From an optimization exercise on the open Yosys and OpenROAD flow, aimed at small area, a short achievable clock period and few clock cycles per item; shortcuts taken in it are not production practice.
The RTL was checked by simulation tests, not by an equivalence proof against the original design.

### design.v
package ppf_pkg;
  localparam int ADC_BITS   = 12;
  localparam int PCT_W      = 15;
  localparam int CNT_W      = 8;
  localparam int ALPHA_W    = 16;
  localparam int CFG_W      = 16;
  localparam int STEP_W     = 4;
  localparam int MUL_DIGITS = ALPHA_W / 2;
  localparam logic [PCT_W-1:0]   FULL_PCT  = 15'd25600;
  localparam logic [ALPHA_W-1:0] ALPHA_ONE = 16'd32768;
  localparam logic [CNT_W-1:0]   COUNT_MAX = 8'hFF;
  localparam logic [STEP_W-1:0] DIV_LAST = STEP_W'(PCT_W - 1);
  localparam logic [STEP_W-1:0] MUL_LAST = STEP_W'(MUL_DIGITS - 1);
  typedef enum logic [2:0] {
    REG_ADC_LOW,
    REG_ADC_HIGH,
    REG_TOLERANCE,
    REG_DEBOUNCE,
    REG_FLOOR,
    REG_CEILING,
    REG_ALPHA,
    REG_RISE
  } reg_index_t;
  typedef enum logic [2:0] {
    ST_IDLE,
    ST_CHECK,
    ST_LOAD,
    ST_DIV,
    ST_EMA,
    ST_MUL,
    ST_ACC,
    ST_FIN
  } state_t;
  typedef struct packed {
    logic [ADC_BITS-1:0] sample_a;
    logic [ADC_BITS-1:0] sample_b;
  } sample_t;
  typedef struct packed {
    logic [PCT_W-1:0] demand_percent;
    logic [PCT_W-1:0] filtered_percent;
    logic [PCT_W-1:0] converted_percent;
    logic             plausible;
    logic             contradiction;
    logic             rate_clamped;
  } result_t;
endpackage
import ppf_pkg::*;
module pedal_plausibility_filter (
  input  logic                 clk,
  input  logic                 rst,
  input  logic                 sample_valid,
  output logic                 sample_ready,
  input  ppf_pkg::sample_t     sample,
  output logic                 result_valid,
  input  logic                 result_ready,
  output ppf_pkg::result_t     result,
  input  logic                 cfg_valid,
  output logic                 cfg_ready,
  input  ppf_pkg::reg_index_t  cfg_index,
  input  logic [ppf_pkg::CFG_W-1:0] cfg_data
);
  localparam int NS = 5;
  localparam logic [NS*4-1:0] STEPS = {4'd1, 4'd2, 4'd2, 4'd2, 4'd1};
  localparam int TW = 16;                   
  localparam int WW = ADC_BITS + TW;        
  localparam logic [1:0] K_PLAUS = 2'd0;    
  localparam logic [1:0] K_FAULT = 2'd1;    
  localparam logic [1:0] K_DIS   = 2'd2;    
  localparam logic [1:0] K_CONTR = 2'd3;    
  logic [ADC_BITS-1:0] cfg_low;
  logic [ADC_BITS-1:0] cfg_high;
  logic [ADC_BITS-1:0] cfg_tol;
  logic [CNT_W-1:0]    cfg_debounce;
  logic [ADC_BITS-1:0] cfg_floor;
  logic [ADC_BITS-1:0] cfg_ceil;
  logic [ALPHA_W-1:0]  cfg_alpha;
  logic [PCT_W-1:0]    cfg_rise;
  assign cfg_ready = !rst;
  always_ff @(posedge clk) begin
    if (rst) begin
      cfg_low      <= '0;
      cfg_high     <= 12'd4095;
      cfg_tol      <= 12'd100;
      cfg_debounce <= 8'd3;
      cfg_floor    <= '0;
      cfg_ceil     <= 12'd4095;
      cfg_alpha    <= 16'd8192;
      cfg_rise     <= 15'd512;
    end else if (cfg_valid) begin
      unique case (cfg_index)
        REG_ADC_LOW:   cfg_low      <= cfg_data[ADC_BITS-1:0];
        REG_ADC_HIGH:  cfg_high     <= cfg_data[ADC_BITS-1:0];
        REG_TOLERANCE: cfg_tol      <= cfg_data[ADC_BITS-1:0];
        REG_DEBOUNCE:  cfg_debounce <= cfg_data[CNT_W-1:0];
        REG_FLOOR:     cfg_floor    <= cfg_data[ADC_BITS-1:0];
        REG_CEILING:   cfg_ceil     <= cfg_data[ADC_BITS-1:0];
        REG_ALPHA:     cfg_alpha    <= cfg_data[ALPHA_W-1:0];
        REG_RISE:      cfg_rise     <= cfg_data[PCT_W-1:0];
      endcase
    end
  end
  logic [ADC_BITS-1:0] span, den;
  logic [ADC_BITS-1:0] den_r;
  logic [ADC_BITS+1:0] den3_r;
  assign span = cfg_high - cfg_low;
  assign den  = (span == '0) ? ADC_BITS'(1) : span;
  always_ff @(posedge clk) begin
    den_r  <= den;
    den3_r <= {2'b0, den} + {1'b0, den, 1'b0};
  end
  function automatic logic [WW-1:0] div_step(input logic [WW-1:0] w,
                                             input logic [ADC_BITS-1:0] d,
                                             input logic [ADC_BITS+1:0] d3);
    logic [ADC_BITS+1:0] t;
    logic [ADC_BITS+2:0] s1, s2, s3;
    t  = {w[WW-1:TW], w[TW-1:TW-2]};
    s1 = {1'b0, t} - {3'b0, d};
    s2 = {1'b0, t} - {2'b0, d, 1'b0};
    s3 = {1'b0, t} - {1'b0, d3};
    if (!s3[ADC_BITS+2])
      div_step = {s3[ADC_BITS-1:0], w[TW-3:0], 2'd3};
    else if (!s2[ADC_BITS+2])
      div_step = {s2[ADC_BITS-1:0], w[TW-3:0], 2'd2};
    else if (!s1[ADC_BITS+2])
      div_step = {s1[ADC_BITS-1:0], w[TW-3:0], 2'd1};
    else
      div_step = {t[ADC_BITS-1:0], w[TW-3:0], 2'd0};
  endfunction
  function automatic logic [WW-1:0] live_mask(input int k);
    live_mask = '1;
    for (int p = 0; p < TW; p++)
      if (p >= 2 * k && p <= 2 * k + 7) live_mask[p] = 1'b0;
  endfunction
  function automatic int steps_of(input int s);
    steps_of = int'(STEPS[s*4 +: 4]);
  endfunction
  function automatic int steps_before(input int s);
    steps_before = 0;
    for (int i = 0; i < s; i++) steps_before += steps_of(i);
  endfunction
  logic adv, take;
  assign adv          = !result_valid || result_ready;
  assign sample_ready = !rst && adv;
  assign take         = sample_valid && sample_ready;
  logic [ADC_BITS-1:0] sa, sb;
  logic [ADC_BITS:0]   sum_ab;
  logic [ADC_BITS-1:0] avg, diff, x_off, x_div;
  logic                disagree, range_fault, at_low, at_high, contra_now;
  logic [CNT_W-1:0]    disagree_count, count_inc;
  logic [1:0]          kind0;
  assign sa          = sample.sample_a;
  assign sb          = sample.sample_b;
  assign sum_ab      = {1'b0, sa} + {1'b0, sb};
  assign avg         = sum_ab[ADC_BITS:1];
  assign diff        = (sa >= sb) ? (sa - sb) : (sb - sa);
  assign disagree    = diff > cfg_tol;
  assign range_fault = (avg < cfg_floor) || (avg > cfg_ceil);
  assign at_low      = avg <= cfg_low;
  assign at_high     = avg >= cfg_high;
  assign count_inc   = (disagree_count == COUNT_MAX) ? disagree_count
                                                     : disagree_count + 1'b1;
  assign contra_now  = count_inc >= cfg_debounce;
  assign x_off       = avg - cfg_low;
  assign x_div       = at_low ? '0 : at_high ? den : x_off;
  assign kind0       = disagree    ? (contra_now ? K_CONTR : K_DIS)
                     : range_fault ? K_FAULT : K_PLAUS;
  always_ff @(posedge clk) begin
    if (rst) begin
      disagree_count <= '0;
    end else if (take) begin
      disagree_count <= disagree ? count_inc : '0;
    end
  end
  logic [ADC_BITS-1:0] x_1;
  logic [1:0]          kind_1;
  logic                v_1;
  always_ff @(posedge clk) begin
    if (rst) v_1 <= 1'b0;
    else if (adv) v_1 <= take;
  end
  always_ff @(posedge clk) begin
    if (adv) begin
      x_1    <= x_div;
      kind_1 <= kind0;
    end
  end
  logic [ADC_BITS+6:0]   x100;
  assign x100 = {1'b0, x_1, 6'b0} + {2'b0, x_1, 5'b0} + {5'b0, x_1, 2'b0};
  logic [NS-1:0][WW-1:0] w_in, w_out;
  logic [NS-1:0][1:0]    k_in;
  logic [NS-1:0]         v_in;
  assign w_in[0] = {1'b0, x100, 8'b0};
  assign k_in[0] = kind_1;
  assign v_in[0] = v_1;
  for (genvar s = 0; s < NS; s++) begin : g_div
    always_comb begin
      w_out[s] = w_in[s] & live_mask(steps_before(s));
      for (int i = 0; i < steps_of(s); i++)
        w_out[s] = div_step(w_out[s], den_r, den3_r);
    end
    if (s + 1 < NS) begin : g_reg
      always_ff @(posedge clk) begin
        if (rst) v_in[s+1] <= 1'b0;
        else if (adv) v_in[s+1] <= v_in[s];
      end
      always_ff @(posedge clk) begin
        if (adv) begin
          w_in[s+1] <= w_out[s];
          k_in[s+1] <= k_in[s];
        end
      end
    end
  end
  logic [PCT_W-1:0] pct_f;
  logic [1:0]       kind_f;
  logic             v_f;
  always_ff @(posedge clk) begin
    if (rst) v_f <= 1'b0;
    else if (adv) v_f <= v_in[NS-1];
  end
  always_ff @(posedge clk) begin
    if (adv) begin
      pct_f  <= w_out[NS-1][PCT_W-1:0];
      kind_f <= k_in[NS-1];
    end
  end
  localparam int MW = 2 * PCT_W;            
  localparam int ND = 8;                    
  logic [PCT_W-1:0] ema_value, conv_value, demand_value;
  logic             ema_seeded;
  logic [1:0]       kind_r;
  logic [PCT_W-1:0] gap;
  logic             rising, use_mul;
  logic [PCT_W:0]   a_ext;                  
  logic [ND-1:0][MW-1:0] rows;
  logic [MW-1:0]    negs, bias, msum;
  logic [PCT_W-1:0] ema_next;
  assign gap     = pct_f - ema_value;
  assign rising  = pct_f >= ema_value;
  assign use_mul = ema_seeded && rising && !cfg_alpha[ALPHA_W-1];
  assign a_ext   = {cfg_alpha[PCT_W-1:0], 1'b0};
  always_comb begin
    negs = '0;
    bias = '0;
    for (int j = 0; j < ND; j++) begin
      logic [2:0]       dg;
      logic             neg, one, two;
      logic [PCT_W:0]   mag, u;
      dg   = (j == ND - 1) ? {1'b0, a_ext[2*j+1 -: 2]} : a_ext[2*j+2 -: 3];
      neg  = dg[2] && !(dg[1] && dg[0]);
      one  = dg[1] ^ dg[0];
      two  = (dg == 3'b011) || (dg == 3'b100);
      mag  = one ? {1'b0, gap} : two ? {gap, 1'b0} : '0;
      u    = mag ^ {(PCT_W+1){neg}};
      rows[j] = MW'({!neg, u} << (2 * j));
      negs[2*j] = neg;
      bias = bias - (MW'(1) << (PCT_W + 1 + 2 * j));
    end
  end
  assign msum = rows[0] + rows[1] + rows[2] + rows[3] + rows[4] + rows[5]
              + rows[6] + rows[7] + (negs | {ema_value, {PCT_W{1'b0}}}) + bias;
  assign ema_next = use_mul ? msum[MW-1:PCT_W] : pct_f;
  always_ff @(posedge clk) begin
    if (rst) begin
      result_valid <= 1'b0;
      ema_value    <= '0;
      conv_value   <= '0;
      ema_seeded   <= 1'b0;
      kind_r       <= K_FAULT;
    end else if (adv) begin
      result_valid <= v_f;
      if (v_f) begin
        kind_r <= kind_f;
        if (kind_f == K_FAULT) begin
          ema_value  <= '0;
          conv_value <= '0;
          ema_seeded <= 1'b0;
        end else if (kind_f == K_PLAUS) begin
          ema_value  <= ema_next;
          conv_value <= pct_f;
          ema_seeded <= 1'b1;
        end
      end
    end
  end
  logic [PCT_W:0]   rise_top;
  logic             clamp;
  logic [PCT_W-1:0] demand_out;
  assign rise_top   = {1'b0, demand_value} + {1'b0, cfg_rise};
  assign clamp      = (kind_r == K_PLAUS) && ({1'b0, ema_value} > rise_top);
  assign demand_out = (kind_r == K_FAULT || kind_r == K_CONTR) ? '0
                    : (kind_r == K_DIS)                         ? demand_value
                    : clamp                                     ? rise_top[PCT_W-1:0]
                                                                : ema_value;
  always_ff @(posedge clk) begin
    if (rst) begin
      demand_value <= '0;
    end else if (result_valid && result_ready) begin
      demand_value <= demand_out;
    end
  end
  assign result.demand_percent    = demand_out;
  assign result.filtered_percent  = ema_value;
  assign result.converted_percent = conv_value;
  assign result.plausible         = (kind_r == K_PLAUS) || (kind_r == K_DIS);
  assign result.contradiction     = (kind_r == K_CONTR);
  assign result.rate_clamped      = clamp;
endmodule
### run.sh
#!/bin/bash
# synth_recipe.tcl (not shown) runs the flow's synth.tcl, then flattens the netlist and writes it again
# the make line also repeats each setting of config.mk as NAME=value (left out here)
make -C /OpenROAD-flow-scripts/flow DESIGN_CONFIG=/design/flow/config.mk WORK_HOME=/design/flow/orfs CLKGATE_MAP_FILE= SYNTH_SCRIPT=/design/flow/synth_recipe.tcl finish
### config.mk
export PLATFORM = sky130hd
export DESIGN_NAME = pedal_plausibility_filter
export DESIGN_NICKNAME = pedal_plausibility_filter
export VERILOG_FILES = /design/flow/design.v
export SDC_FILE = /design/flow/constraint.sdc
export NUM_CORES = 4
export LEC_CHECK = 0
export ABC_AREA = 1
export CAP_MARGIN = 20
export CORE_MARGIN = 2
export CORE_UTILIZATION = 40
export PLACE_DENSITY = 0.6
export SLEW_MARGIN = 20
### constraint.sdc
create_clock -name core_clock -period 7.0 [get_ports {clk}]
set_input_delay 1.4000 -clock core_clock [delete_from_list [all_inputs] [get_ports {clk}]]
set_output_delay 1.4000 -clock core_clock [all_outputs]
set_load 0.01 [all_outputs]
==> results.sh, run 1 <==
export IMPL_area_growth_pct=10.9
export IMPL_synth_ff_type="dfxtp_1"
export IMPL_layout_min_cycle_time_ps=6670
export IMPL_syn_area_sq_mm=0.0394
export IMPL_fp_dieArea_sq_mm=0.101
export IMPL_syn_nets=6347
export IMPL_cp_slowest_cell="fa_1"
export IMPL_h_tree_depth=2
export IMPL_die_y_um=318
export IMPL_cp_data_required_time_ps=7530
export IMPL_crit_type="flip-flop to flip-flop"
export IMPL_path_buf_inv=6
export IMPL_route_detailed_drc=0
export IMPL_fp_dieW_um=318
export IMPL_drive_gt1_share_pct=5.54
export IMPL_ios=99
export IMPL_start_util_pct=40.2
export IMPL_netlist_instances=5611
export IMPL_crit_start="pct_f[0]$_SDFFCE_PN1N_"
export IMPL_dr_first_iter_drc_count=3392
export IMPL_clkTransAtPathRegs_ps=80
export IMPL_rows=115
export IMPL_cts_hold_fix_buffers=0
export IMPL_finalSetupViolations=0
export IMPL_grt_remaining_overflow=0
export IMPL_crit_path_max_fanout=8
export IMPL_synth_cell_types=69
export IMPL_hp_start="w_in[121]$_DFFE_PN_"
export IMPL_hpwlAfterDp_um=106000
export IMPL_place_inst=6955
export IMPL_core_area_sq_mm=0.0980
export IMPL_critPathCaptureType="flip-flop"
export IMPL_yosys_warnings=1
export IMPL_fin_crit_sh_pct=95.2
export IMPL_grt_usage_pct=25.8
export IMPL_cp_common_cell="inv_1"
export IMPL_tns_ps=0
export IMPL_worstPathArrival_ps=7190
export IMPL_yosys_area_top_type="ha_1"
export IMPL_ant_nets=0
export IMPL_netlist_area_leader_share_pct=17.9
export IMPL_outcome="timing/DRC/antenna clean"
export IMPL_viasPerCell=5.43
export IMPL_clockRootBuffer="clkbuf_16"
export IMPL_routabilityCongestion=0.962
export IMPL_clk_latency_ps=620
export IMPL_instances_no_fill=7029
export IMPL_drt_first_pass_iters=6
export IMPL_grt_pass1_wl_um=206000
export IMPL_worst_pin_slew_ps=1120
export IMPL_hp_class="flip-flop to flip-flop"
export IMPL_synth_area_per_cell_sq_um=7.02
export IMPL_cp_top_family="adder cells"
export IMPL_drt_total_wl_um=134000
export IMPL_clockBufferDepth=3
export IMPL_num_vias=38200
export IMPL_fin_nets=6447
export IMPL_dpl_instance_area_sq_mm=0.0421
export IMPL_fmax_mhz=150
export IMPL_skew_ps=49.8
export IMPL_slew_headroom_pct=25.1
export IMPL_antennaDiodeCount=0
export IMPL_yosys_register_bits=306
export IMPL_hold_viol_final=0
export IMPL_cts_tree="yes"
export IMPL_whs_path_depth=0
export IMPL_synth_area_leaders="ha_1, nand2_1, dfxtp_1, edfxtp_1, inv_1"
export IMPL_synth_edf_count=119
export IMPL_post_drt_wl_per_cell_um=19.0
export IMPL_slowest_delay_ps=570
export IMPL_cts_sinks=306
export IMPL_antenna_found_initial=0
export IMPL_grt_max_degree=78
export IMPL_r2r_cells=32
export IMPL_yosysSeqAreaShare_pct=18.6
export IMPL_cap_violations=0
export IMPL_slew_violations=0
export IMPL_grt_pass1_vias=35600
export IMPL_io_buffers=98
export IMPL_async_reset_ff_share_pct=0
export IMPL_cts_made_buffers=40
export IMPL_stdcell_area_sq_mm=0.0437
export IMPL_worstSetupStartpointType="flip-flop"
export IMPL_worst_path_stages=32
export IMPL_rr_startpoint="pct_f[0]$_SDFFCE_PN1N_"
[area by class of cell]
class                      instances  area (sq um)
inverter                         827          3110
tap                             1287          1610
multi-input combinational       4338         28500
clock buffer                      62          1240
timing repair buffer             198          1780
sequential                       306          7320
fill                           10100         54300
clock inverter                    11           149
[layout by cell type (no fill, tap or decap), drive strengths merged, types with 9 or more instances in the layout]
cell	synthesis	final
a21boi	10	10
a21o	22	22
a21oi	488	488
a31oi	25	25
buf	54	100
clkbuf	86	62
clkdlybuf4s50	0	98
clkinv	6	16
dfxtp	187	187
edfxtp	119	119
fa	124	124
ha	564	564
inv	821	822
nand2	1220	1220
nand3	393	393
nand3b	51	51
nand4	105	105
nor2	363	363
nor3	57	57
o2111ai	9	9
o211ai	55	55
o21a	24	24
o21ai	294	294
o21bai	38	38
o22ai	82	82
o31ai	10	10
or2	42	42
xnor2	78	78
xor2	241	241
[cells by family (layout without fill, tap and decap cells)]
kind of cell,count (synthesis),after routing,synth area share (%)
and+or+nand+nor,2243,2243,24.9
xor gates and xnor gates,319,319,7.09
adders and majority gates,688,688,24.2
muxes,9,9,0.235
buffers and inverters,967,1098,9.53
DFF,306,306,18.6
AOI/OAI and AO/OA,1079,1079,15.5
[metal layers]
layer	global-route usage (%)	wire length, um
met1	34.8	60000
met2	42.1	59600
met3	3.33	8740
met4	9.25	5270
met5	0	0
[synthesized netlist by cell type, types with 78 or more instances]
library cell and instances:
ha_1 564, nand3_1 377, a21oi_1 477, dfxtp_1 187, inv_1 803, nor2_1 353, nand2_1 1202, xnor2_1 78
nand4_1 105, o21ai_0 272, o22ai_1 82, fa_1 124, edfxtp_1 119, clkbuf_1 86, xor2_1 241
[sequential cells by signal, summed over array words and instances, names as in the netlist, 4 cells and up]
name            flops
v_in                4
cfg_tol            12
cfg_high           12
den3_r             14
cfg_low            12
x_1                12
cfg_debounce        8
cfg_rise           15
cfg_alpha          16
conv_value         15
ema_value          15
w_in               80
cfg_floor          12
k_in                8
den_r              11
pct_f              15
cfg_ceil           12
disagree_count      8
demand_value       15
[metrics by stage]
step | worst slack (ps) | utilization, % | hold slack (ps)
2_1_floorplan | 489 | - | 400
3_3_place_gp | 144 | 43.0 | 401
3_5_place_dp | 67.5 | 43.0 | 405
4_1_cts | 70.3 | 44.4 | 368
5_1_grt | -36.6 | 44.6 | 406
6_report | 334 | 44.6 | 382
[worst paths after layout]
kind / slack, ps / to
worst max-delay path: 330 / ema_value[12]$_SDFFE_PP0P_
worst min-delay path: 380 / pct_f[11]$_DFFE_PN_
worst max register to register: 330 / ema_value[12]$_SDFFE_PP0P_
worst min register to register: 380 / pct_f[11]$_DFFE_PN_
[repair_timing]
| action | CTS | global route |
|---|---|---|
| gates resized for setup | 0 | 38 |
| buffers inserted | 0 | 1 |
| setup endpoints to repair | 0 | 15 |
Testbench counts, summed over its fixed seeds: cycles 1,656, items 1,600.
==> run 2, diff against run 1 <==
--- a/design.v
+++ b/design.v
@@ -61,5 +61,5 @@
 );
-  localparam int NS = 5;
-  localparam logic [NS*4-1:0] STEPS = {4'd1, 4'd2, 4'd2, 4'd2, 4'd1};
-  localparam int TW = 16;                   
+  localparam int NS = 6;
+  localparam logic [NS*4-1:0] STEPS = {4'd2, 4'd3, 4'd3, 4'd3, 4'd3, 4'd1};
+  localparam int TW = PCT_W;                
   localparam int WW = ADC_BITS + TW;        
@@ -103,3 +103,2 @@
   logic [ADC_BITS-1:0] den_r;
-  logic [ADC_BITS+1:0] den3_r;
   assign span = cfg_high - cfg_low;
@@ -108,21 +107,13 @@
     den_r  <= den;
-    den3_r <= {2'b0, den} + {1'b0, den, 1'b0};
   end
   function automatic logic [WW-1:0] div_step(input logic [WW-1:0] w,
-                                             input logic [ADC_BITS-1:0] d,
-                                             input logic [ADC_BITS+1:0] d3);
-    logic [ADC_BITS+1:0] t;
-    logic [ADC_BITS+2:0] s1, s2, s3;
-    t  = {w[WW-1:TW], w[TW-1:TW-2]};
-    s1 = {1'b0, t} - {3'b0, d};
-    s2 = {1'b0, t} - {2'b0, d, 1'b0};
-    s3 = {1'b0, t} - {1'b0, d3};
-    if (!s3[ADC_BITS+2])
-      div_step = {s3[ADC_BITS-1:0], w[TW-3:0], 2'd3};
-    else if (!s2[ADC_BITS+2])
-      div_step = {s2[ADC_BITS-1:0], w[TW-3:0], 2'd2};
-    else if (!s1[ADC_BITS+2])
-      div_step = {s1[ADC_BITS-1:0], w[TW-3:0], 2'd1};
+                                             input logic [ADC_BITS-1:0] d);
+    logic [ADC_BITS:0]   t;
+    logic [ADC_BITS+1:0] s1;
+    t  = {w[WW-1:TW], w[TW-1]};
+    s1 = {1'b0, t} - {2'b0, d};
+    if (!s1[ADC_BITS+1])
+      div_step = {s1[ADC_BITS-1:0], w[TW-2:0], 1'b1};
     else
-      div_step = {t[ADC_BITS-1:0], w[TW-3:0], 2'd0};
+      div_step = {t[ADC_BITS-1:0], w[TW-2:0], 1'b0};
   endfunction
@@ -131,3 +122,3 @@
     for (int p = 0; p < TW; p++)
-      if (p >= 2 * k && p <= 2 * k + 7) live_mask[p] = 1'b0;
+      if (p >= k && p <= k + 7) live_mask[p] = 1'b0;
   endfunction
@@ -191,3 +182,3 @@
   logic [NS-1:0]         v_in;
-  assign w_in[0] = {1'b0, x100, 8'b0};
+  assign w_in[0] = {x100, 8'b0};
   assign k_in[0] = kind_1;
@@ -198,3 +189,3 @@
       for (int i = 0; i < steps_of(s); i++)
-        w_out[s] = div_step(w_out[s], den_r, den3_r);
+        w_out[s] = div_step(w_out[s], den_r);
     end
@@ -234,4 +225,5 @@
   logic [PCT_W:0]   a_ext;                  
+  logic [ND-1:0]    negs;
   logic [ND-1:0][MW-1:0] rows;
-  logic [MW-1:0]    negs, bias, msum;
+  logic [MW-1:0]    msum;
   logic [PCT_W-1:0] ema_next;
@@ -242,17 +234,18 @@
   always_comb begin
-    negs = '0;
-    bias = '0;
     for (int j = 0; j < ND; j++) begin
-      logic [2:0]       dg;
-      logic             neg, one, two;
-      logic [PCT_W:0]   mag, u;
-      dg   = (j == ND - 1) ? {1'b0, a_ext[2*j+1 -: 2]} : a_ext[2*j+2 -: 3];
-      neg  = dg[2] && !(dg[1] && dg[0]);
-      one  = dg[1] ^ dg[0];
-      two  = (dg == 3'b011) || (dg == 3'b100);
-      mag  = one ? {1'b0, gap} : two ? {gap, 1'b0} : '0;
-      u    = mag ^ {(PCT_W+1){neg}};
-      rows[j] = MW'({!neg, u} << (2 * j));
-      negs[2*j] = neg;
-      bias = bias - (MW'(1) << (PCT_W + 1 + 2 * j));
+      logic [2:0]     dg;
+      logic           one, two;
+      logic [PCT_W:0] mag, u;
+      dg      = (j == ND - 1) ? {1'b0, a_ext[2*j+1 -: 2]} : a_ext[2*j+2 -: 3];
+      negs[j] = dg[2] && !(dg[1] && dg[0]);
+      one     = dg[1] ^ dg[0];
+      two     = (dg == 3'b011) || (dg == 3'b100);
+      mag     = one ? {1'b0, gap} : two ? {gap, 1'b0} : '0;
+      u       = mag ^ {(PCT_W+1){negs[j]}};
+      if (j == 0)
+        rows[j] = MW'({!negs[j], negs[j], negs[j], u});
+      else if (j < ND - 1)
+        rows[j] = MW'({1'b1, !negs[j], u, 1'b0, negs[j-1]} << (2 * j - 2));
+      else
+        rows[j] = MW'({u, 1'b0, negs[j-1]} << (2 * j - 2));
     end
@@ -260,3 +253,3 @@
   assign msum = rows[0] + rows[1] + rows[2] + rows[3] + rows[4] + rows[5]
-              + rows[6] + rows[7] + (negs | {ema_value, {PCT_W{1'b0}}}) + bias;
+              + rows[6] + rows[7] + {ema_value, {PCT_W{1'b0}}};
   assign ema_next = use_mul ? msum[MW-1:PCT_W] : pct_f;
==> results.sh, run 2 <==
export IMPL_regArea_sq_mm=0.00774
export IMPL_yosys_warnings=1
export IMPL_synth_common_cells="nand2_1, inv_1, ha_1"
export IMPL_grt_pass1_wl_um=164000
export IMPL_ant_nets=0
export IMPL_netlist_instances=4584
export IMPL_io_buffers=98
export IMPL_routabilityCongestion=0.941
export IMPL_fmax_mhz=152
export IMPL_r2r_end="ema_value[12]$_SDFFE_PP0P_"
export IMPL_fin_nets=5257
export IMPL_rsz0062_at_grt="yes"
export IMPL_path_buf_inv=1
export IMPL_clk_latency_ps=570
export IMPL_skew_ps=18.9
export IMPL_cts_made_buffers=38
export IMPL_crit_path_max_fanout=16
export IMPL_fin_crit_sh_pct=94.0
export IMPL_clkTransAtPathRegs_ps=50
export IMPL_slew_violations=0
export IMPL_ios=99
export IMPL_grt_usage_pct=24.0
export IMPL_cp_common_cell="nand2_1"
export IMPL_r2r_cells=32
export IMPL_area_growth_pct=10.7
export IMPL_yosys_cell_count_top_type="nand2_1"
export IMPL_route_detailed_drc=0
export IMPL_netlist_area_leader_share_pct=15.6
export IMPL_antennaDiodeCount=0
export IMPL_layout_min_cycle_time_ps=6580
export IMPL_top_register="w_in"
export IMPL_worstPathCellList="ha_1 -> fa_1 -> nand3_1 -> nand2_1 -> nand2_1 -> a21oi_1 -> o21ai_0 -> nand2_1 -> ha_1 -> nand3_1 -> nor2_1 -> a21oi_1 -> nand2_1 -> nand2_1 -> nand2_1 -> nand2_1 -> nand2_1 -> nand3_4 -> nand2_1 -> nand3_1 -> nand2_1 -> clkdlybuf4s50_1"
export IMPL_worst_path_stages=22
export IMPL_stdcell_area_sq_mm=0.0375
export IMPL_rows=106
export IMPL_die_y_um=295
export IMPL_critPathCaptureType="output port"
export IMPL_cts_sinks=316
export IMPL_fp_dieArea_sq_mm=0.0870
export IMPL_worst_pin_slew_ps=1040
export IMPL_synth_area_per_cell_sq_um=7.39
export IMPL_slew_headroom_pct=30.7
export IMPL_hpwlAfterDp_um=83000
export IMPL_crit_type="flip-flop to output port"
export IMPL_yosys_area_top_type="ha_1"
export IMPL_synth_edf_count=141
export IMPL_cp_data_required_time_ps=5600
export IMPL_multiInputGateArea_sq_mm=0.0230
export IMPL_synth_area_leaders="ha_1, edfxtp_1, nand2_1, dfxtp_1, fa_1"
export IMPL_finalSetupViolations=0
export IMPL_rr_startpoint="ema_value[1]$_SDFFE_PP0P_"
export IMPL_grt_remaining_overflow=0
export IMPL_drive_gt1_share_pct=6.26
export IMPL_viasPerCell=5.26
export IMPL_slowest_delay_ps=560
export IMPL_async_reset_ff_share_pct=0
export IMPL_clockRootBuffer="clkbuf_16"
export IMPL_worstPathArrival_ps=5180
export IMPL_h_tree_depth=2
export IMPL_worstSetupStartpointType="flip-flop"
export IMPL_drt_first_pass_iters=6
export IMPL_cts_hold_fix_buffers=0
export IMPL_drt_total_wl_um=105000
export IMPL_synth_cell_types=68
export IMPL_synth_compound_area_share_pct=15.9
export IMPL_cp_top_family="simple AND/OR/NAND/NOR gates"
export IMPL_fin_ws_ps=417
export IMPL_cts_tree="yes"
export IMPL_dpl_instance_area_sq_mm=0.0361
export IMPL_crit_start="cfg_rise[0]$_SDFFE_PP0P_"
export IMPL_dp_slack_ps=388
export IMPL_synth_top_family_by_area="adder cells"
export IMPL_synth_fa_ha_area_share_pct=22.8
export IMPL_fp_dieW_um=295
export IMPL_yosys_area_share_xor_xnor_pct=7.04
export IMPL_synth_ff_type="dfxtp_1"
export IMPL_grt_pass1_vias=29000
export IMPL_cp_slowest_cell="clkdlybuf4s50_1"
export IMPL_start_util_pct=40.5
export IMPL_synth_area_mux_share_pct=0.211
export IMPL_yosys_register_bits=316
export IMPL_core_area_sq_mm=0.0837
export IMPL_clockBufferDepth=3
export IMPL_yosysSeqAreaShare_pct=22.9
export IMPL_num_vias=30700
export IMPL_fillCellCount=8508
export IMPL_grt_max_degree=106
export IMPL_layout_common_cells="nand2_1, inv_1, ha_1, a21oi_1, nor2_1"
export IMPL_outcome="timing/DRC/antenna clean"
export IMPL_post_drt_wl_per_cell_um=18.0
export IMPL_top_regs="w_in: 100 flops, cfg_alpha: 16 flops"
export IMPL_hp_class="flip-flop to flip-flop"
export IMPL_cap_violations=0
export IMPL_dr_first_iter_drc_count=2325
export IMPL_largest_register_ffs=100
export IMPL_syn_area_sq_mm=0.0339
export IMPL_yosys_area_share_simple_pct=21.9
export IMPL_layout_commonest_cell="nand2_1"
export IMPL_antenna_found_initial=0
export IMPL_syn_nets=5176
export IMPL_r2r_setup_slack_ps=450
export IMPL_hold_viol_final=0
export IMPL_timing_critical_path_to="result[40]"
-- run 2: cell count changes after synthesis, sizes merged, moves of 45 or more --
cell and change:
ha -143, nand4 -45, xor2 -45, a21oi -93, inv -179, nand3 -132
nor2 -99, nand2 -147
-- run 2: how the worst min path moves through the flow --
stage	startpoint	endpoint	slack, ps	depth (start not counted)
finish	w_in[87]$_DFFE_PN_	w_in[117]$_DFFE_PN_	420	0
global route	w_in[147]$_DFFE_PN_	pct_f[14]$_DFFE_PN_	430	0
CTS	w_in[139]$_DFFE_PN_	pct_f[6]$_DFFE_PN_	420	0
detailed placement	w_in[147]$_DFFE_PN_	pct_f[14]$_DFFE_PN_	400	0
global placement	w_in[144]$_DFFE_PN_	pct_f[11]$_DFFE_PN_	400	0
floorplan	k_in[8]$_DFFE_PN_	k_in[10]$_DFFE_PN_	400	0
-- run 2: final cells by class --
class / count / area share (%)
multi-input cells: 3495 / 61.4
clock buffers: 48 / 2.77
inverters: 646 / 6.51
well taps: 1134 / 3.78
clock inverters: 22 / 0.871
repair buffers: 168 / 4.00
flip-flops and latches: 316 / 20.6
-- run 2: timing repair --
| item | in CTS | in global routing |
|---|---|---|
| setup buffers | 0 | 0 |
| resized for setup | 0 | 9 |
| endpoints found under the setup margin | 0 | 13 |
-- run 2: per-layer routing --
layer | global-route usage [%] | vias to the layer above | wire (um)
li1 | - | 15400 | -
met2 | 39.5 | 823 | 47500
met3 | 3.00 | 155 | 5500
met5 | 0 | - | 0
met4 | 7.50 | 0 | 3340
met1 | 32.7 | 14300 | 48800
-- run 2: cell families (layout without fill, tap and decap cells) --
group	Yosys count	count (layout)
compound gates	936	936
xor+xnor	270	270
fa+ha+maj	544	544
buf+inv	773	884
flops	316	316
mux	7	7
simple gates	1738	1738
-- run 2: through the flow --
stage          hold WS [ps]  setup TNS [ps]  utilization [%]  instances
2_1_floorplan           400               0                -       4584
3_3_place_gp            403               0             43.1       5759
3_5_place_dp            405               0             43.1       5759
4_1_cts                 419               0             44.8       5829
5_1_grt                 427           -29.3             44.8       5829
6_report                417               0             44.8       5829
Testbench counts of run 2, summed over its fixed seeds: cycles 1,664, items 1,600.
==> run 3, diff against run 2 <==
--- a/config.mk
+++ b/config.mk
@@ -10,4 +10,4 @@
 export CORE_MARGIN = 2
-export CORE_UTILIZATION = 40
-export PLACE_DENSITY = 0.6
+export CORE_UTILIZATION = 65
+export PLACE_DENSITY = 0.75
 export SLEW_MARGIN = 20
==> results.sh, run 3 <==
export IMPL_outcome="timing/DRC/antenna clean"
export IMPL_clockRootBuffer="clkbuf_16"
export IMPL_area_growth_pct=8.65
export IMPL_fmax_mhz=153
export IMPL_clk_latency_ps=590
export IMPL_grt_max_degree=106
export IMPL_netlist_area_leader_share_pct=15.6
export IMPL_synth_common_cells="nand2_1, inv_1, ha_1"
export IMPL_grt_pass1_wl_um=149000
export IMPL_instances_no_fill=5358
export IMPL_grt_remaining_overflow=0
export IMPL_cp_common_cell="nand2_1"
export IMPL_fin_crit_sh_pct=93.6
export IMPL_syn_area_sq_mm=0.0339
export IMPL_largest_register_ffs=100
export IMPL_yosys_warnings=1
export IMPL_worst_path_stages=23
export IMPL_start_util_pct=65.9
export IMPL_worst_pin_slew_ps=976
export IMPL_synth_edf_count=141
export IMPL_r2r_end="ema_value[13]$_SDFFE_PP0P_"
export IMPL_r2r_cells=37
export IMPL_rows=83
export IMPL_netlist_instances=4584
export IMPL_path_buf_inv=2
export IMPL_routabilityCongestion=1.00
export IMPL_r2r_setup_slack_ps=450
export IMPL_cts_tree="yes"
export IMPL_stdcell_area_sq_mm=0.0368
export IMPL_post_drt_wl_per_cell_um=17.4
export IMPL_async_reset_ff_share_pct=0
export IMPL_slew_violations=0
export IMPL_antennaDiodeCount=0
export IMPL_hold_slack_ps=394
export IMPL_yosys_cell_count_top_type="nand2_1"
export IMPL_cts_made_buffers=37
export IMPL_synth_area_per_cell_sq_um=7.39
export IMPL_timing_critical_path_to="result[40]"
export IMPL_grt_pass1_vias=29300
export IMPL_synth_cell_types=68
export IMPL_cts_sinks=316
export IMPL_synth_ff_type="dfxtp_1"
export IMPL_worstPathCellList="ha_1 -> fa_1 -> nand3_1 -> nand2_1 -> nand2_1 -> nand2_1 -> xnor2_1 -> ha_1 -> nand2_1 -> inv_1 -> nand2_1 -> nor2_1 -> a21oi_1 -> nand2_1 -> nand2_1 -> nand2_1 -> nand2_1 -> nand2_1 -> nand3_4 -> nand2_1 -> nand3_1 -> nand2_1 -> clkdlybuf4s50_1"
export IMPL_hpwlAfterDp_um=73100
export IMPL_finalSetupViolations=0
export IMPL_slew_headroom_pct=34.9
export IMPL_worstPathArrival_ps=5150
export IMPL_grt_usage_pct=34.4
export IMPL_layout_commonest_cell="nand2_1"
export IMPL_place_inst=5287
export IMPL_cp_slowest_cell="clkdlybuf4s50_1"
export IMPL_cp_data_required_time_ps=5600
export IMPL_route_detailed_drc=0
export IMPL_h_tree_depth=2
export IMPL_cap_violations=0
export IMPL_drt_total_wl_um=93100
export IMPL_dr_first_iter_drc_count=2724
export IMPL_hold_viol_final=0
export IMPL_top_regs="w_in: 100 flops, cfg_alpha: 16 flops"
export IMPL_crit_path_max_fanout=16
export IMPL_critPathCaptureType="output port"
export IMPL_rsz0062_at_grt="no"
export IMPL_rr_startpoint="pct_f[0]$_DFFE_PN_"
export IMPL_antenna_found_initial=0
export IMPL_top_register="w_in"
export IMPL_syn_nets=5176
export IMPL_num_vias=31100
export IMPL_final_util_pct=71.6
export IMPL_crit_type="flip-flop to output port"
export IMPL_layout_common_cells="nand2_1, inv_1, ha_1, a21oi_1, nor2_1"
export IMPL_worstSetupStartpointType="flip-flop"
export IMPL_clkTransAtPathRegs_ps=60
export IMPL_tns_ps=0
export IMPL_yosys_register_bits=316
export IMPL_yosysSeqAreaShare_pct=22.9
export IMPL_die_y_um=232
export IMPL_clockBufferDepth=3
export IMPL_yosys_area_top_type="ha_1"
export IMPL_skew_ps=43.2
export IMPL_core_area_sq_mm=0.0514
export IMPL_dpl_instance_area_sq_mm=0.0354
export IMPL_hp_class="flip-flop to flip-flop"
export IMPL_fin_nets=5242
export IMPL_cts_hold_fix_buffers=0
export IMPL_ant_nets=0
export IMPL_drt_first_pass_iters=9
export IMPL_io_buffers=98
export IMPL_cp_top_family="simple AND/OR/NAND/NOR gates"
export IMPL_crit_start="cfg_rise[0]$_SDFFE_PP0P_"
export IMPL_synth_area_leaders="ha_1, edfxtp_1, nand2_1, dfxtp_1, fa_1"
export IMPL_ios=99
export IMPL_fp_dieArea_sq_mm=0.0539
export IMPL_drive_gt1_share_pct=6.01
export IMPL_layout_min_cycle_time_ps=6550
export IMPL_fp_dieW_um=232
export IMPL_slowest_delay_ps=570
export IMPL_viasPerCell=5.81
## run 3: cell counts after synthesis
Identical to the previous run, type by type.
## run 3: logic make-up after synthesis
family | after synthesis | share of synthesized area (%)
simple gates | 1738 | 21.9
xor+xnor | 270 | 7.04
buf+inv | 773 | 9.22
fa+ha+maj | 544 | 22.8
mux | 7 | 0.211
compound gates | 936 | 15.9
flops | 316 | 22.9
## run 3: metrics by stage
stage	worst slack (ps)
2_1_floorplan	1060
3_3_place_gp	431
3_5_place_dp	292
4_1_cts	207
5_1_grt	32.6
6_report	445
## run 3: cell type report
cell class | instances | area (sq um)
multi-input combinational | 3495 | 23000
fill | 4365 | 14600
sequential | 316 | 7740
inverter | 646 | 2440
timing repair buffer | 154 | 1400
clock buffer | 45 | 1020
tap | 680 | 851
clock inverter | 22 | 293
## run 3: layer usage
| metal | vias to the layer above | share of wire (%) | GRT usage (%) |
|---|---|---|---|
| li1 | 15400 | - | - |
| met1 | 14400 | 43 | 45.3 |
| met2 | 1100 | 46 | 56.8 |
| met3 | 209 | 7.5 | 5.66 |
| met4 | 0 | 3.7 | 12.8 |
| met5 | - | 0 | 0 |
## run 3: timing repair
| item | CTS | global route |
|---|---|---|
| gates resized for setup | 0 | 14 |
| setup endpoints to repair | 0 | 22 |
| buffers inserted | 0 | 4 |
## run 3: worst min-delay path by stage
stage | to | depth (start not counted) | slack (ps) | startpoint
6_report | w_in[139]$_DFFE_PN_ | 0 | 390 | w_in[109]$_DFFE_PN_
5_1_grt | w_in[140]$_DFFE_PN_ | 0 | 390 | w_in[110]$_DFFE_PN_
3_3_place_gp | k_in[8]$_DFFE_PN_ | 0 | 400 | k_in[6]$_DFFE_PN_
4_1_cts | w_in[139]$_DFFE_PN_ | 0 | 390 | w_in[109]$_DFFE_PN_
2_1_floorplan | k_in[10]$_DFFE_PN_ | 0 | 400 | k_in[8]$_DFFE_PN_
3_5_place_dp | k_in[7]$_DFFE_PN_ | 0 | 400 | k_in[5]$_DFFE_PN_
==> run 4, diff against run 3 <==
--- a/config.mk
+++ b/config.mk
@@ -10,4 +10,5 @@
 export CORE_MARGIN = 2
-export CORE_UTILIZATION = 65
-export PLACE_DENSITY = 0.75
+export CORE_UTILIZATION = 50
+export PLACE_DENSITY = 0.65
+export SETUP_SLACK_MARGIN = 0.5
 export SLEW_MARGIN = 20
==> results.sh, run 4 <==
export IMPL_outcome="timing/DRC/antenna clean"
export IMPL_worst_pin_slew_ps=998
export IMPL_yosys_warnings=1
export IMPL_clockRootBuffer="clkbuf_16"
export IMPL_cp_common_cell="nand2_1"
export IMPL_ant_nets=0
export IMPL_slew_headroom_pct=33.4
export IMPL_antennaDiodeCount=0
export IMPL_layout_common_cells="nand2_1, inv_1, ha_1, a21oi_1, nor2_1"
export IMPL_viasPerCell=5.52
export IMPL_slew_violations=0
export IMPL_io_buffers=98
export IMPL_dp_slack_ps=337
export IMPL_netlist_instances=4584
export IMPL_layout_commonest_cell="nand2_1"
export IMPL_rsz0062_at_grt="yes"
export IMPL_clockBufferDepth=3
export IMPL_drt_first_pass_iters=7
export IMPL_grt_remaining_overflow=0
export IMPL_top_regs="w_in: 100 flops, cfg_alpha: 16 flops"
export IMPL_hp_class="flip-flop to flip-flop"
export IMPL_finalSetupViolations=0
export IMPL_hpwlAfterDp_um=78700
export IMPL_crit_type="flip-flop to flip-flop"
export IMPL_grt_pass1_wl_um=157000
export IMPL_syn_area_sq_mm=0.0339
export IMPL_core_area_sq_mm=0.0672
export IMPL_synth_edf_count=141
export IMPL_synth_cell_types=68
export IMPL_antenna_found_initial=0
export IMPL_ios=99
export IMPL_skew_ps=46.4
export IMPL_num_vias=30700
export IMPL_yosys_register_bits=316
export IMPL_hold_viol_final=0
export IMPL_synth_area_per_cell_sq_um=7.39
export IMPL_dr_first_iter_drc_count=2441
export IMPL_layout_min_cycle_time_ps=6260
export IMPL_top_register="w_in"
export IMPL_post_drt_wl_per_cell_um=17.8
export IMPL_fp_dieArea_sq_mm=0.0698
export IMPL_grt_max_degree=106
export IMPL_yosysSeqAreaShare_pct=22.9
export IMPL_cp_data_required_time_ps=7400
export IMPL_cp_slowest_cell="fa_1"
export IMPL_cts_hold_fix_buffers=0
export IMPL_fillCellCount=6462
export IMPL_async_reset_ff_share_pct=0
export IMPL_clk_latency_ps=580
export IMPL_cts_tree="yes"
export IMPL_area_growth_pct=10.8
export IMPL_critPathCaptureType="flip-flop"
export IMPL_h_tree_depth=2
export IMPL_fin_nets=5258
export IMPL_cap_violations=0
export IMPL_fin_crit_sh_pct=89.5
export IMPL_crit_path_max_fanout=6
export IMPL_slowest_delay_ps=550
export IMPL_rows=95
export IMPL_synth_ff_type="dfxtp_1"
export IMPL_clkTransAtPathRegs_ps=60
export IMPL_fmax_mhz=160
export IMPL_fin_ws_ps=736
export IMPL_synth_common_cells="nand2_1, inv_1, ha_1"
export IMPL_cts_made_buffers=38
export IMPL_route_detailed_drc=0
export IMPL_die_y_um=264
export IMPL_cts_sinks=316
export IMPL_fp_dieW_um=264
export IMPL_netlist_area_leader_share_pct=15.6
export IMPL_synth_area_leaders="ha_1, edfxtp_1, nand2_1, dfxtp_1, fa_1"
export IMPL_worstSetupStartpointType="flip-flop"
export IMPL_grt_pass1_vias=29100
export IMPL_routabilityCongestion=0.962
export IMPL_worstPathArrival_ps=6670
export IMPL_yosys_cell_count_top_type="nand2_1"
export IMPL_syn_nets=5176
export IMPL_start_util_pct=50.4
export IMPL_largest_register_ffs=100
export IMPL_grt_usage_pct=28.2
export IMPL_drive_gt1_share_pct=7.60
export IMPL_tns_ps=0
export IMPL_drt_total_wl_um=99300
export IMPL_yosys_area_top_type="ha_1"
## run 4: cell counts after synthesis
No cell type changed its count.
## run 4: per-layer routing
metal	share of wire, %	global-route usage [%]
met1	45	37.9
met2	45	45.9
met3	6.7	4.70
met4	3.4	9.44
met5	0	0
## run 4: worst paths after layout
check	from	to	slack (ps)	depth (start not counted)
min reg2reg	k_in[10]$_DFFE_PN_	kind_f[0]$_DFFE_PN_	420	0
max	pct_f[0]$_DFFE_PN_	ema_value[10]$_SDFFE_PP0P_	740	38
max reg2reg	pct_f[0]$_DFFE_PN_	ema_value[10]$_SDFFE_PP0P_	740	38
min	k_in[10]$_DFFE_PN_	kind_f[0]$_DFFE_PN_	420	0
## run 4: final cells by class
class	instances	area (sq um)	area share [%]
Timing Repair Buffer	169	1530	4.07
Clock inverter	25	249	0.664
Inverter	646	2440	6.51
Multi-Input combinational cell	3495	23400	62.4
Sequential cell	316	7740	20.6
Clock buffer	45	1050	2.80
Tap cell	873	1090	2.91
## run 4: critical path: cells and delay by family (launching register included)
kind                     cells  cell delay (ps)
adder cells (fa/ha/maj)      7             2910
AND/OR/NAND/NOR             20             2020
buffers and inverters        9              530
flip-flops                   1              390
AO/OA/AOI/OAI                2              250
## run 4: repair_timing
| item | CTS | global route |
|---|---|---|
| gates resized for setup | 6 | 96 |
| pin swaps | 0 | 16 |
| buffers inserted | 0 | 10 |
| cloned | 0 | 1 |
| endpoints found under the setup margin | 20 | 81 |
## run 4: cells by family after synthesis
group	after synthesis	synth area share [%]
mux	7	0.211
buf+inv	773	9.22
fa+ha+maj	544	22.8
xor+xnor	270	7.04
simple gates	1738	21.9
compound gates	936	15.9
flops	316	22.9
## run 4: per-stage QoR
stage	area [sq um]	hold slack [ps]	instances	util, %
after global routing	37500	420	5569	55.9
final	37500	416	5569	55.9
after floorplan	33900	400	4584	-
after detailed placement	35700	405	5488	53.2
after CTS	37000	415	5558	55.1
after global placement	35700	402	5488	53.2
==> run 5, diff against run 4 <==
--- a/config.mk
+++ b/config.mk
@@ -10,5 +10,5 @@
 export CORE_MARGIN = 2
-export CORE_UTILIZATION = 50
-export PLACE_DENSITY = 0.65
-export SETUP_SLACK_MARGIN = 0.5
+export CORE_UTILIZATION = 60
+export PLACE_DENSITY = 0.7
+export SETUP_SLACK_MARGIN = 1.0
 export SLEW_MARGIN = 20
==> results.sh, run 5 <==
export IMPL_worstSetupStartpointType="flip-flop"
export IMPL_fin_crit_sh_pct=89.3
export IMPL_tns_ps=0
export IMPL_hp_class="flip-flop to flip-flop"
export IMPL_dr_first_iter_drc_count=2359
export IMPL_cts_made_buffers=39
export IMPL_async_reset_ff_share_pct=0
export IMPL_ios=99
export IMPL_syn_nets=5176
export IMPL_synth_common_cells="nand2_1, inv_1, ha_1"
export IMPL_instances_no_fill=5557
export IMPL_yosysSeqAreaShare_pct=22.9
export IMPL_yosys_register_bits=316
export IMPL_critPathCaptureType="flip-flop"
export IMPL_cp_data_required_time_ps=7430
export IMPL_syn_area_sq_mm=0.0339
export IMPL_drt_total_wl_um=98500
export IMPL_path_buf_inv=8
export IMPL_layout_common_cells="nand2_1, inv_1, ha_1, a21oi_1, nand3_1"
export IMPL_start_util_pct=60.4
export IMPL_synth_ff_type="dfxtp_1"
export IMPL_place_inst=5362
export IMPL_viasPerCell=5.72
export IMPL_stdcell_area_sq_mm=0.0394
export IMPL_finalSetupViolations=0
export IMPL_rsz0062_at_grt="yes"
export IMPL_largest_register_ffs=100
export IMPL_netlist_area_leader_share_pct=15.6
export IMPL_cts_tree="yes"
export IMPL_antenna_found_initial=1
export IMPL_fmax_mhz=160
export IMPL_grt_remaining_overflow=0
export IMPL_cp_slowest_cell="fa_1"
export IMPL_slew_violations=0
export IMPL_highest_layer="met4"
export IMPL_top_register="w_in"
export IMPL_clockRootBuffer="clkbuf_16"
export IMPL_worst_pin_slew_ps=991
export IMPL_grt_pass1_vias=30100
export IMPL_skew_ps=36.9
export IMPL_area_growth_pct=16.3
export IMPL_routabilityCongestion=0.978
export IMPL_h_tree_depth=2
export IMPL_io_buffers=98
export IMPL_yosys_warnings=1
export IMPL_slowest_delay_ps=470
export IMPL_final_util_pct=70.3
export IMPL_core_area_sq_mm=0.0561
export IMPL_cts_sinks=316
export IMPL_layout_min_cycle_time_ps=6250
export IMPL_fp_dieW_um=242
export IMPL_crit_type="flip-flop to flip-flop"
export IMPL_worstPathArrival_ps=6680
export IMPL_top_regs="w_in: 100 flops, cfg_alpha: 16 flops"
export IMPL_cp_top_family="adder cells"
export IMPL_ant_nets=0
export IMPL_synth_area_per_cell_sq_um=7.39
export IMPL_post_drt_wl_per_cell_um=17.7
export IMPL_synth_cell_types=68
export IMPL_wl_met1_um=41300
export IMPL_clockBufferDepth=3
export IMPL_drt_first_pass_iters=6
export IMPL_drive_gt1_share_pct=13.9
export IMPL_num_vias=31800
export IMPL_netlist_instances=4584
export IMPL_clk_latency_ps=590
export IMPL_dpl_instance_area_sq_mm=0.0355
export IMPL_slew_headroom_pct=33.7
export IMPL_dr_wl_met2_um=46000
export IMPL_layout_commonest_cell="nand2_1"
export IMPL_grt_max_degree=106
export IMPL_fin_nets=5363
export IMPL_wl_met3_um=7200
export IMPL_cap_violations=0
export IMPL_clkTransAtPathRegs_ps=60
export IMPL_yosys_area_top_type="ha_1"
export IMPL_outcome="timing/DRC/antenna clean"
export IMPL_route_detailed_drc=0
export IMPL_hold_viol_final=0
export IMPL_antennaDiodeCount=0
export IMPL_grt_pass1_wl_um=154000
export IMPL_yosys_cell_count_top_type="nand2_1"
export IMPL_grt_usage_pct=32.2
export IMPL_synth_edf_count=141
export IMPL_die_y_um=242
export IMPL_rows=87
export IMPL_fp_dieArea_sq_mm=0.0583
export IMPL_synth_area_leaders="ha_1, edfxtp_1, nand2_1, dfxtp_1, fa_1"
export IMPL_hpwlAfterDp_um=73800
export IMPL_crit_path_max_fanout=7
export IMPL_cts_hold_fix_buffers=0
[run 5: changes by cell type in the layout (fill, tap and decap cells not counted), sizes merged]
cell	before	now
clkbuf	45	50
nand2	1073	1076
inv	647	639
clkinvlp	4	10
nand3	261	265
buf	71	165
dlymetal6s2s	0	10
clkdlybuf4s50	97	87
clkdlybuf4s15	1	0
and2	4	5
xor2	196	197
[run 5: repair_timing]
item,in CTS,in global routing
buffers inserted,22,90
cloned,4,8
gates resized for setup,132,307
endpoints found under the setup margin,80,85
hold endpoints to repair,0,0
pin swaps,26,108
[run 5: area by class of cell]
class                           count  area, sq um
Multi-Input combinational cell   3504        24600
Tap cell                          756          946
Fill cell                        4748        16700
Sequential cell                   316         7750
Clock buffer                       49         1040
Inverter                          646         2530
Timing Repair Buffer              263         2290
Timing Repair inverter              1         7.51
Clock inverter                     22          256
[run 5: final timing paths]
check,start,end,slack (ps),cells past startpoint
worst max-delay path,pct_f[0]$_DFFE_PN_,ema_value[2]$_SDFFE_PP0P_,750,35
worst min-delay path,k_in[10]$_DFFE_PN_,kind_f[0]$_DFFE_PN_,410,0
worst max register to register,pct_f[0]$_DFFE_PN_,ema_value[2]$_SDFFE_PP0P_,750,35
worst min register to register,k_in[10]$_DFFE_PN_,kind_f[0]$_DFFE_PN_,410,0
[run 5: routing by layer]
metal	GRT usage, %	vias up
met5	0	-
met4	12.1	0
met3	5.21	254
met2	53.8	1183
met1	41.9	14700
li1	-	15700
[run 5: cells by family after synthesis]
logic type	count (synthesis)	share of synthesized area (%)
XOR/XNOR	270	7.04
multiplexers	7	0.211
AO/OA/AOI/OAI	936	15.9
buffers and inverters	773	9.22
AND/OR/NAND/NOR	1738	21.9
flip-flops	316	22.9
adder cells (fa/ha/maj)	544	22.8
[run 5: metrics by stage]
stage / setup WS [ps] / hold WS, ps
2_1_floorplan: 1060 / 400
3_3_place_gp: 584 / 400
3_5_place_dp: 436 / 405
4_1_cts: 885 / 420
5_1_grt: 488 / 424
6_report: 750 / 413
==> run 6, diff against run 5 <==
--- a/config.mk
+++ b/config.mk
@@ -12,3 +12,3 @@
 export PLACE_DENSITY = 0.7
-export SETUP_SLACK_MARGIN = 1.0
+export SETUP_SLACK_MARGIN = 1.6
 export SLEW_MARGIN = 20
==> results.sh, run 6 <==
export IMPL_slew_violations=0
export IMPL_cp_common_cell="nand2_1"
export IMPL_worst_pin_slew_ps=1010
export IMPL_h_tree_depth=2
export IMPL_cp_data_required_time_ps=7430
export IMPL_netlist_area_leader_share_pct=15.6
export IMPL_grt_usage_pct=35.2
export IMPL_whs_path_depth=0
export IMPL_synth_area_mux_share_pct=0.211
export IMPL_die_y_um=242
export IMPL_top_regs="w_in: 100 flops, cfg_alpha: 16 flops"
export IMPL_netlist_instances=4584
export IMPL_crit_type="flip-flop to flip-flop"
export IMPL_drt_total_wl_um=110000
export IMPL_fmax_mhz=159
export IMPL_grt_pass1_vias=30600
export IMPL_yosysSeqAreaShare_pct=22.9
export IMPL_layout_commonest_cell="nand2_1"
export IMPL_stdcell_area_sq_mm=0.0416
export IMPL_antenna_found_initial=1
export IMPL_fin_crit_sh_pct=90.0
export IMPL_path_buf_inv=6
export IMPL_layout_min_cycle_time_ps=6300
export IMPL_ant_nets=0
export IMPL_synth_top_family_by_area="adder cells"
export IMPL_drt_first_pass_iters=6
export IMPL_tns_ps=0
export IMPL_r2r_setup_slack_ps=700
export IMPL_synth_fa_ha_area_share_pct=22.8
export IMPL_synth_ff_type="dfxtp_1"
export IMPL_io_buffers=98
export IMPL_hp_class="flip-flop to flip-flop"
export IMPL_top_register="w_in"
export IMPL_slowest_delay_ps=530
export IMPL_post_drt_wl_per_cell_um=19.5
export IMPL_worstSetupStartpointType="flip-flop"
export IMPL_cp_top_family="adder cells"
export IMPL_yosys_area_share_xor_xnor_pct=7.04
export IMPL_yosys_warnings=1
export IMPL_final_util_pct=74.2
export IMPL_skew_ps=32.0
export IMPL_slew_headroom_pct=32.8
export IMPL_outcome="timing/DRC/antenna clean"
export IMPL_yosys_area_top_type="ha_1"
export IMPL_clockRootBuffer="clkbuf_16"
export IMPL_async_reset_ff_share_pct=0
export IMPL_clockBufferDepth=3
export IMPL_viasPerCell=5.85
export IMPL_fp_dieArea_sq_mm=0.0583
export IMPL_layout_common_cells="nand2_1, inv_1, a21oi_1, ha_1, nor2_1"
export IMPL_critPathCaptureType="flip-flop"
export IMPL_dr_first_iter_drc_count=2766
export IMPL_hold_slack_ps=407
export IMPL_cts_sinks=316
export IMPL_largest_register_ffs=100
export IMPL_num_vias=32800
export IMPL_r2r_cells=33
export IMPL_synth_compound_area_share_pct=15.9
export IMPL_core_area_sq_mm=0.0561
export IMPL_routabilityCongestion=0.970
export IMPL_syn_area_sq_mm=0.0339
export IMPL_syn_nets=5176
export IMPL_crit_path_max_fanout=8
export IMPL_grt_remaining_overflow=0
export IMPL_ios=99
export IMPL_grt_pass1_wl_um=164000
export IMPL_dp_slack_ps=424
export IMPL_hpwlAfterDp_um=78500
export IMPL_route_detailed_drc=0
export IMPL_fp_dieW_um=242
export IMPL_cts_made_buffers=38
export IMPL_instances_no_fill=5607
export IMPL_place_inst=5359
export IMPL_hold_viol_final=0
export IMPL_synth_edf_count=141
export IMPL_finalSetupViolations=0
export IMPL_clkTransAtPathRegs_ps=60
export IMPL_antennaDiodeCount=0
export IMPL_cap_violations=0
export IMPL_area_growth_pct=22.8
export IMPL_synth_common_cells="nand2_1, inv_1, ha_1"
export IMPL_cts_tree="yes"
export IMPL_grt_max_degree=106
export IMPL_yosys_register_bits=316
export IMPL_synth_area_leaders="ha_1, edfxtp_1, nand2_1, dfxtp_1, fa_1"
export IMPL_fin_ws_ps=701
export IMPL_worst_path_stages=33
export IMPL_worstPathArrival_ps=6730
export IMPL_synth_cell_types=68
export IMPL_yosys_area_share_simple_pct=21.9
export IMPL_rows=87
export IMPL_cp_slowest_cell="fa_1"
export IMPL_start_util_pct=60.4
export IMPL_synth_area_per_cell_sq_um=7.39
export IMPL_fin_nets=5414
export IMPL_drive_gt1_share_pct=19.2
export IMPL_clk_latency_ps=590
export IMPL_fillCellCount=4367
export IMPL_rsz0062_at_grt="yes"
export IMPL_yosys_cell_count_top_type="nand2_1"
export IMPL_dpl_instance_area_sq_mm=0.0358
-- run 6: cell counts after synthesis --
No cell type changed its count.
-- run 6: worst reg2reg max path, delay by kind of cell (launching register included) --
kind | cells | cell delay [ps]
fa+ha+maj | 7 | 2800
compound gates | 5 | 970
flops | 1 | 410
xor+xnor | 1 | 130
simple gates | 14 | 1280
buf+inv | 6 | 530
-- run 6: repair_timing --
item	CTS	global route
setup buffers	75	91
hold buffers	0	0
gates resized for setup	278	426
gates cloned	5	8
hold endpoints to repair	0	0
pin swaps	79	152
endpoints found under the setup margin	84	104
-- run 6: kinds of logic after synthesis --
family          after synthesis
simple gates               1738
flops                       316
fa+ha+maj                   544
mux                           7
xor+xnor                    270
buf+inv                     773
compound gates              936
-- run 6: layout make-up --
cell class	count	area (sq um)	share of cell area (%)
clock buffers	50	1090	2.62
clock inverters	19	277	0.665
inverters	646	2530	6.10
multi-input cells	3501	26100	62.7
flip-flops and latches	316	7760	18.7
well taps	756	946	2.28
repair buffers	313	2840	6.82
repair inverters	6	60.1	0.144
-- run 6: layer usage --
layer / routed length (um) / vias to the layer above / global-route usage (%)
met1: 45000 / 15300 / 45.5
met3: 7630 / 349 / 4.35
met5: 12 / - / 0
met4: 5530 / 2 / 15.4
met2: 51500 / 1368 / 59.2
li1: - / 15800 / -
-- run 6: path summary, 6_finish.rpt --
path / startpoint / end
worst min-delay path: w_in[117]$_DFFE_PN_ / w_in[147]$_DFFE_PN_
worst min register to register: w_in[117]$_DFFE_PN_ / w_in[147]$_DFFE_PN_
worst max register to register: pct_f[0]$_DFFE_PN_ / ema_value[12]$_SDFFE_PP0P_
worst max-delay path: pct_f[0]$_DFFE_PN_ / ema_value[12]$_SDFFE_PP0P_
==> run 7, diff against run 6 <==
--- a/config.mk
+++ b/config.mk
@@ -10,5 +10,5 @@
 export CORE_MARGIN = 2
-export CORE_UTILIZATION = 60
+export CORE_UTILIZATION = 55
 export PLACE_DENSITY = 0.7
-export SETUP_SLACK_MARGIN = 1.6
+export SETUP_SLACK_MARGIN = 0.65
 export SLEW_MARGIN = 20
==> results.sh, run 7 <==
export IMPL_worst_path_stages=30
export IMPL_io_buffers=98
export IMPL_r2r_setup_slack_ps=760
export IMPL_largest_register_ffs=100
export IMPL_drive_gt1_share_pct=8.98
export IMPL_cp_slowest_cell="fa_1"
export IMPL_worstSetupStartpointType="flip-flop"
export IMPL_top_regs="w_in: 100 flops, cfg_alpha: 16 flops"
export IMPL_top_register="w_in"
export IMPL_tns_ps=0
export IMPL_viasPerCell=5.66
export IMPL_slew_headroom_pct=32.4
export IMPL_start_util_pct=55.9
export IMPL_yosys_register_bits=316
export IMPL_antenna_found_initial=2
export IMPL_drt_total_wl_um=98600
export IMPL_critPathCaptureType="flip-flop"
export IMPL_timing_critical_path_to="ema_value[0]$_SDFFE_PP0P_"
export IMPL_slowest_delay_ps=550
export IMPL_layout_commonest_cell="nand2_1"
export IMPL_num_vias=31200
export IMPL_synth_ff_type="dfxtp_1"
export IMPL_cts_sinks=316
export IMPL_fin_nets=5286
export IMPL_cp_data_required_time_ps=7420
export IMPL_synth_area_leaders="ha_1, edfxtp_1, nand2_1, dfxtp_1, fa_1"
export IMPL_h_tree_depth=2
export IMPL_rr_startpoint="ema_value[1]$_SDFFE_PP0P_"
export IMPL_cap_violations=0
export IMPL_grt_usage_pct=30.6
export IMPL_post_drt_wl_per_cell_um=17.9
export IMPL_crit_start="ema_value[1]$_SDFFE_PP0P_"
export IMPL_routabilityCongestion=0.975
export IMPL_fmax_mhz=160
export IMPL_r2r_cells=30
export IMPL_synth_area_per_cell_sq_um=7.39
export IMPL_rows=90
export IMPL_worst_pin_slew_ps=1010
export IMPL_hold_slack_ps=393
export IMPL_slew_violations=0
export IMPL_grt_max_degree=106
export IMPL_hold_viol_final=0
export IMPL_ios=99
export IMPL_finalSetupViolations=0
export IMPL_synth_cell_types=68
export IMPL_fillCellCount=5568
export IMPL_clk_latency_ps=580
export IMPL_drt_first_pass_iters=10
export IMPL_yosys_area_top_type="ha_1"
export IMPL_synth_edf_count=141
export IMPL_rsz0062_at_grt="yes"
export IMPL_syn_nets=5176
export IMPL_hpwlAfterDp_um=77000
export IMPL_fin_crit_sh_pct=89.2
export IMPL_async_reset_ff_share_pct=0
export IMPL_cts_made_buffers=39
export IMPL_fp_dieW_um=252
export IMPL_path_buf_inv=5
export IMPL_crit_type="flip-flop to flip-flop"
export IMPL_core_area_sq_mm=0.0606
export IMPL_grt_remaining_overflow=0
export IMPL_netlist_area_leader_share_pct=15.6
export IMPL_synth_common_cells="nand2_1, inv_1, ha_1"
export IMPL_yosysSeqAreaShare_pct=22.9
export IMPL_dr_first_iter_drc_count=2678
export IMPL_netlist_instances=4584
export IMPL_outcome="timing/DRC/antenna clean"
export IMPL_antennaDiodeCount=0
export IMPL_grt_pass1_wl_um=156000
export IMPL_die_y_um=252
[run 7: cell counts after synthesis]
No cell type changed its count.
[run 7: final cells by class]
cell class	count	area (sq um)	share of cell area, %
flip-flops and latches	316	7750	20.5
repair inverters	1	5.00	0.0132
inverters	646	2450	6.49
clock buffers	52	1060	2.81
well taps	782	978	2.59
multi-input cells	3495	23600	62.4
repair buffers	195	1740	4.60
clock inverters	18	211	0.559
[run 7: kinds of logic after synthesis]
group	count (synthesis)	share of synthesized area [%]
buffers and inverters	773	9.22
multiplexers	7	0.211
XOR/XNOR	270	7.04
adder cells (fa/ha/maj)	544	22.8
flip-flops	316	22.9
AND/OR/NAND/NOR	1738	21.9
AO/OA/AOI/OAI	936	15.9
[run 7: layer usage]
layer | vias up | GRT usage [%] | wire [um]
met4 | 0 | 9.25 | 3100
met3 | 186 | 5.15 | 7060
met5 | - | 0 | 0
met1 | 14500 | 40.9 | 43200
li1 | 15500 | - | -
met2 | 991 | 50.9 | 45300
[run 7: worst min-delay path by stage]
stage / from / end / cells past startpoint
finish: w_in[85]$_DFFE_PN_ / w_in[115]$_DFFE_PN_ / 0
CTS: w_in[85]$_DFFE_PN_ / w_in[115]$_DFFE_PN_ / 0
floorplan: k_in[8]$_DFFE_PN_ / k_in[10]$_DFFE_PN_ / 0
global route: w_in[85]$_DFFE_PN_ / w_in[115]$_DFFE_PN_ / 0
global placement: w_in[55]$_DFFE_PN_ / w_in[85]$_DFFE_PN_ / 0
detailed placement: w_in[146]$_DFFE_PN_ / pct_f[13]$_DFFE_PN_ / 0
[run 7: timing repair]
action,in CTS,in global routing
hold endpoints to repair,0,0
setup buffers,1,36
hold buffers,0,0
setup endpoints to repair,25,83
cloned,0,2
pin swaps,0,60
resized for setup,24,150
[run 7: metrics by stage]
step	area (sq um)	cells	util [%]	setup WS (ps)
floorplan	33900	4584	-	1060
global placement	35600	5396	58.7	425
detailed placement	35600	5396	58.7	379
CTS	37000	5467	61.0	643
global route	37800	5505	62.4	512
finish	37800	5505	62.4	758

[afterwards: timing with drivers on the ports]
The flow's constraints put no driver on any port. The routed layouts listed below were extracted and timed again, unchanged, in two steps.
Step 1, drivers: a clkbuf_16 drives clk and a buf_2 each remaining input, both assumed.
Step 2 times the ports against the registers' clock, not the clock port: input delays grow and output delays shrink by t, the midpoint of the rising clock arrivals with the driver on.
Slacks: ideal ports / drivers / drivers and shift; pairs: ideal ports / drivers.
run | t (ns) | setup WS [ns] | worst setup path after step 2 | clock arrival spread, ns
run 1 | 0.653 | 0.334 / 0.334 / 0.334 | register to register | 0.050 / 0.050
run 2 | 0.619 | 0.417 / 0.358 / 0.445 | register to register | 0.023 / 0.023
run 3 | 0.629 | 0.445 / 0.379 / 0.449 | register to register | 0.045 / 0.045
run 4 | 0.627 | 0.736 / 0.736 / 0.736 | register to register | 0.048 / 0.047
run 5 | 0.635 | 0.750 / 0.750 / 0.750 | register to register | 0.038 / 0.038
run 6 | 0.645 | 0.701 / 0.701 / 0.701 | register to register | 0.033 / 0.033
run 7 | 0.620 | 0.758 / 0.758 / 0.758 | register to register | 0.034 / 0.034
After both steps every run listed still meets setup and hold.
